This is an optimization exercise on Yosys and OpenROAD, whose aim is a short achievable clock period and few clock cycles per item, not a production implementation. The RTL was checked by simulation tests, not by an equivalence proof against the original design. Power figures rest on the tool's default switching activity, not on a simulated workload.

Design mips_core, start of the top module:
module mips_core #(
    parameter mips_pkg::word_t RESET_PC = '0
) (
    input  logic                clock,
    input  logic                rst_n,
    output mips_pkg::word_t     imem_addr,
    input  mips_pkg::word_t     imem_data,
    output mips_pkg::word_t     dmem_addr,
    output mips_pkg::word_t     dmem_write_data,
    output logic                dmem_read,
    output logic                dmem_write,
    input  mips_pkg::word_t     dmem_read_data,
    output logic                wb_write,
    output mips_pkg::reg_addr_t wb_reg,
    output mips_pkg::word_t     wb_data
);
    logic                stall;                      
    logic                branch_taken;
    mips_pkg::word_t     branch_target;
    mips_pkg::word_t     id_instruction, id_pc_plus4;
    mips_pkg::reg_addr_t id_rs, id_rt;
    mips_pkg::word_t     id_rs_data, id_rt_data;     
    logic                uses_rs, uses_rt, is_branch;
    mips_pkg::fwd_sel_t  id_fwd_rs, id_fwd_rt, ex_fwd_rs, ex_fwd_rt;
    mips_pkg::alu_op_t   ex_alu_op;
    mips_pkg::word_t     ex_a, ex_b, ex_imm;
    logic                ex_use_imm;
    mips_pkg::reg_addr_t ex_rs, ex_rt, ex_dest;
    logic                ex_reg_write, ex_mem_read, ex_mem_write;
    mips_pkg::word_t     mem_alu_result, mem_store_data;
  ...
Size in the first run: about 4900 cells after synthesis, roughly 200 I/O pins.
clock: 7.0 ns
lec_check: 0
abc_clock_period_in_ps: 2500
cap_margin: 20
core_margin: 2
core_utilization: 40
setup_slack_margin: 3.5
slew_margin: 20
tns_end_percent: 100
run.sh (not shown) runs the stock make flow with config.mk's settings and CLKGATE_MAP_FILE= SYNTH_SCRIPT=/design/flow/synth_recipe.tcl, a recipe that flattens the netlist after the stock synthesis.
Testbench counts at the start, summed over its fixed seeds: cycles 46,453, instrs 43,169.
Rerun with:
- ABC_CLOCK_PERIOD_IN_PS: 2500 -> default
- SETUP_SLACK_MARGIN: 3.5 -> default
- TNS_END_PERCENT: 100 -> default
The new run passed the timing, design-rule and antenna checks.
Combinational power went down by about a fifth.
First-iteration DRC count falls by a few percent.
Total power shrinks by a few percent.
Clock skew grows by 0.012 ns.

---

## the previous run
Another version of the RTL of mips_core (not shown whole).
For scale: ~5800 cells after synthesis, ~1700 flip-flops, roughly 78000 µm² of cells after synthesis.
Settings: LEC_CHECK=0, ABC_CLOCK_PERIOD_IN_PS=2500, CAP_MARGIN=20, CORE_MARGIN=2, CORE_UTILIZATION=40, SETUP_SLACK_MARGIN=4.0, SLEW_MARGIN=20, TNS_END_PERCENT=100; clock period 7.0 ns.
The previous run ended with every stage complete and zero timing, DRC or antenna violations.
Testbench counts of the previous run, summed over its fixed seeds: cycles 44,930, instrs 43,169.
Relative to the previous run, the following input files were edited for the current run:
Settings: putting PLACE_DENSITY at 0.7 where nothing was set; swapping 40 for 55 in CORE_UTILIZATION.
--- outcome ---
The current run — total area of multi-input combinational cells about 0.45% higher, the previous run as reference. The static leakage on the current run is in line with that on the previous run. Of the previous run and the current run, the run reporting the higher layout cell share with drive strength beyond 1 was the current run.

---

Another version of the RTL of mips_core (not shown whole).
Size: about 5,600 cells after synthesis, roughly 200 I/O pins.
## mips_core
module mips_core #(
    parameter mips_pkg::word_t RESET_PC = '0
) (
    input  logic                clock,
    input  logic                rst_n,
    output mips_pkg::word_t     imem_addr,
    input  mips_pkg::word_t     imem_data,
    output mips_pkg::word_t     dmem_addr,
    output mips_pkg::word_t     dmem_write_data,
    output logic                dmem_read,
    output logic                dmem_write,
    input  mips_pkg::word_t     dmem_read_data,
    output logic                wb_write,
    output mips_pkg::reg_addr_t wb_reg,
    output mips_pkg::word_t     wb_data
);
    logic stall;                                     
    logic redirect;                                  
    logic                d_wr, d_lw, d_sw, d_br, d_bne, d_same, d_pred, d_use_imm;
    logic                d_add, d_sub, d_and, d_or, d_slt;
    mips_pkg::reg_addr_t d_dest;
    mips_pkg::word_t     d_imm, d_rs_snap, d_rt_snap;
    logic [7:0]          d_pcw;                      
    logic [8:0]          d_tlo;                      
    logic [13:0]         d_hi, d_hi_inc, d_hi_dec;   
    logic [1:0]          d_pcb;
    logic                d_fe_rs, d_fm_rs, d_fw_rs, d_fw2_rs, d_fs_rs;
    logic                d_fe_rt, d_fm_rt, d_fw_rt, d_fw2_rt, d_fs_rt;
    logic                e_wr, e_lw, e_sw, e_chk, e_bne, e_pred;
    logic                e_add, e_sub, e_and, e_or, e_slt;
    mips_pkg::reg_addr_t e_dest;
    mips_pkg::word_t     e_a, e_b, e_st, e_alt;
    mips_pkg::word_t     sum, diff, logic_res, res;    
    logic                lt;
    logic                m_wr, m_lw, m_sw;
    mips_pkg::reg_addr_t m_dest;
    mips_pkg::word_t     m_res, m_addr, m_st;
    logic                w_wr, w2_wr;
    mips_pkg::reg_addr_t w_reg, w2_reg;
    mips_pkg::word_t     w_data, w2_data;
    mips_pkg::word_t pc, pc4, d_target;
    logic            d_taken;
    assign imem_addr = pc;
    assign pc4       = mips_pkg::add32(pc, 32'd4, 1'b0);
    always_ff @(posedge clock) begin
        if (!rst_n)         pc <= RESET_PC;
        else if (redirect)  pc <= e_alt;
  ...
==> flow/config.mk <==
export PLATFORM = sky130hd
export DESIGN_NAME = mips_core
export DESIGN_NICKNAME = mips_core
export VERILOG_FILES = /design/flow/design.v
export SDC_FILE = /design/flow/constraint.sdc
export NUM_CORES = 4
export LEC_CHECK = 0
export ABC_CLOCK_PERIOD_IN_PS = 2500
export CAP_MARGIN = 20
export CORE_MARGIN = 2
export CORE_UTILIZATION = 40
export SETUP_SLACK_MARGIN = 4.0
export SLEW_MARGIN = 20
export TNS_END_PERCENT = 100
==> flow/constraint.sdc <==
create_clock -name core_clock -period 7.0 [get_ports {clock}]
set_input_delay 1.4000 -clock core_clock [delete_from_list [all_inputs] [get_ports {clock}]]
set_output_delay 1.4000 -clock core_clock [all_outputs]
set_load 0.01 [all_outputs]
The starting point ran to the end with no violations.
Testbench counts at the start, summed over its fixed seeds: cycles 44,530, instrs 43,169.
==> next run, changes <==
Settings changed: CORE_UTILIZATION 40 to 55, PLACE_DENSITY set to 0.7.
Result:
- The new run completed with no timing, DRC or antenna violations
- via count went up slightly
- worst setup slack is better by 0.15 ns
- global-route usage went up by 9.9 points
- cell count went down by a little under a tenth

---

## red
mips_core, a different RTL version from the one above (not shown whole).
For scale: ~5200 cells after synthesis, roughly 1600 flip-flops, about 200 I/O pins, roughly 75000 um^2 of cells after synthesis.
==> flow/config.mk <==
export PLATFORM = sky130hd
export DESIGN_NAME = mips_core
export DESIGN_NICKNAME = mips_core
export VERILOG_FILES = /design/flow/design.v
export SDC_FILE = /design/flow/constraint.sdc
export NUM_CORES = 4
export LEC_CHECK = 0
export ABC_CLOCK_PERIOD_IN_PS = 2500
export CAP_MARGIN = 20
export CORE_MARGIN = 2
export CORE_UTILIZATION = 40
export SETUP_SLACK_MARGIN = 3.8
export SLEW_MARGIN = 20
export TNS_END_PERCENT = 100
==> flow/constraint.sdc <==
create_clock -name core_clock -period 7.0 [get_ports {clock}]
set_input_delay 1.4000 -clock core_clock [delete_from_list [all_inputs] [get_ports {clock}]]
set_output_delay 1.4000 -clock core_clock [all_outputs]
set_load 0.01 [all_outputs]
red closes out successfully: all stages finished, all timing, DRC and antenna checks passed.
Testbench counts of red, summed over its fixed seeds: cycles 44,083, instrs 43,169.
Setup changes, red to blue
# red
export LEC_CHECK = 0
export ABC_CLOCK_PERIOD_IN_PS = 2500
export CAP_MARGIN = 20
export CORE_MARGIN = 2
export CORE_UTILIZATION = 40
export SETUP_SLACK_MARGIN = 3.8
export SLEW_MARGIN = 20
export TNS_END_PERCENT = 100
create_clock -name core_clock -period 7.0 [get_ports {clock}]
# blue
export LEC_CHECK = 0
export ABC_CLOCK_PERIOD_IN_PS = 2500
export CAP_MARGIN = 20
export CORE_MARGIN = 2
export CORE_UTILIZATION = 40
export SETUP_SLACK_MARGIN = 4.0
export SLEW_MARGIN = 20
export TNS_END_PERCENT = 100
create_clock -name core_clock -period 7.0 [get_ports {clock}]
[summary]
Changes observed in blue relative to red: power share of the clock group went up 0.2 points; headroom to the max-slew limit fell 6.3 points; post-layout total power has increased; placed cell area shows no meaningful change. There was hardly any difference in proportion of power drawn by combinational gates between red and blue. Delta (blue minus red): global routing usage on met1 higher; routability congestion estimate now sits lower. The fraction of area in multi-input gates of red and that of blue are within noise of each other. Between blue and red, the difference in worst hold slack is negligible. On source-to-sink clock delay at the later pin of the worst-skew pair, blue and red are basically level.

---

## the baseline
mips_core, a different RTL version from the one above (not shown whole).
Size: about 5,300 cells after synthesis, about 1,600 flip-flops, roughly 200 I/O pins, roughly 77,000 sq um of cells after synthesis.
make LEC_CHECK=0 ABC_CLOCK_PERIOD_IN_PS=2500 CAP_MARGIN=20 CORE_MARGIN=2 CORE_UTILIZATION=55 PLACE_DENSITY=0.7 SETUP_SLACK_MARGIN=4.0 SLEW_MARGIN=20 TNS_END_PERCENT=100 finish   # period 7.0 ns
Testbench counts of the baseline, summed over its fixed seeds: cycles 44,083, instrs 43,169.
The inputs of the candidate differ from those of the baseline as listed below.
Settings: PLACE_DENSITY removed (was 0.7); CORE_UTILIZATION changed from 55 to 40.
## What came out
- The candidate vs the baseline, worst setup path startpoint: m_res[5] vs w2_data[17]
- Clock network fraction of design power in the candidate vs the baseline: up 1.1 points
- | hold slack | the candidate vs the baseline | better |
- In the tables for the baseline and the candidate, number of cells traversed by the worst register-to-register path reads higher with the baseline.
- The candidate -> the baseline: number of top-level pins delta 0, exact match
- Comparing total detailed-routing wirelength for the baseline and the candidate, the smaller number came from the baseline.
- Compared the candidate vs the baseline, and count of antenna diodes in the layout is down in the candidate.
- The candidate against the baseline: standby leakage power now sits higher, total power now sits higher, worst endpoint data arrival time saw an increase, sequential share of layout area shrank by 0.48 points, global-route usage dropped 9.9 points.

[separate check: timing with driven ports]
No port has a modelled driver above. Below, the same layouts with a new extraction and two added sets of constraints. Step 1, drivers: a clkbuf_16 drives clock and a buf_2 each remaining input, both assumed. Step 2, shift: input delay + t, output delay - t, t = (earliest + latest rising clock arrival at the registers) / 2. This alone moves slack from input paths to output paths. a / b / c = no drivers / after step 1 / after step 2; a / b = the first two.
run	t, ns	setup slack, ns	latest minus earliest clock arrival (ns)
the first run of note 1	0.872	1.908 / 1.908 / 1.908	0.036 / 0.036
the second run of note 1	0.870	0.582 / 0.582 / 0.582	0.049 / 0.050
the previous run	0.927	3.774 / 3.774 / 3.040	0.056 / 0.056
the current run	0.909	3.742 / 3.742 / 2.978	0.039 / 0.039
the first run of note 3	0.907	3.433 / 3.433 / 2.950	0.044 / 0.043
the second run of note 3	0.895	3.578 / 3.578 / 2.842	0.033 / 0.033
red	0.913	3.526 / 3.526 / 2.761	0.053 / 0.053
blue	0.907	3.540 / 3.540 / 2.955	0.059 / 0.059
the baseline	0.883	3.690 / 3.690 / 2.973	0.044 / 0.044
the candidate	0.917	3.632 / 3.632 / 2.927	0.037 / 0.037
After both steps setup and hold are still met in every run listed. The setup slack of red, which loses most, moves by 0.000 ns with the drivers and by -0.765 ns with both steps.
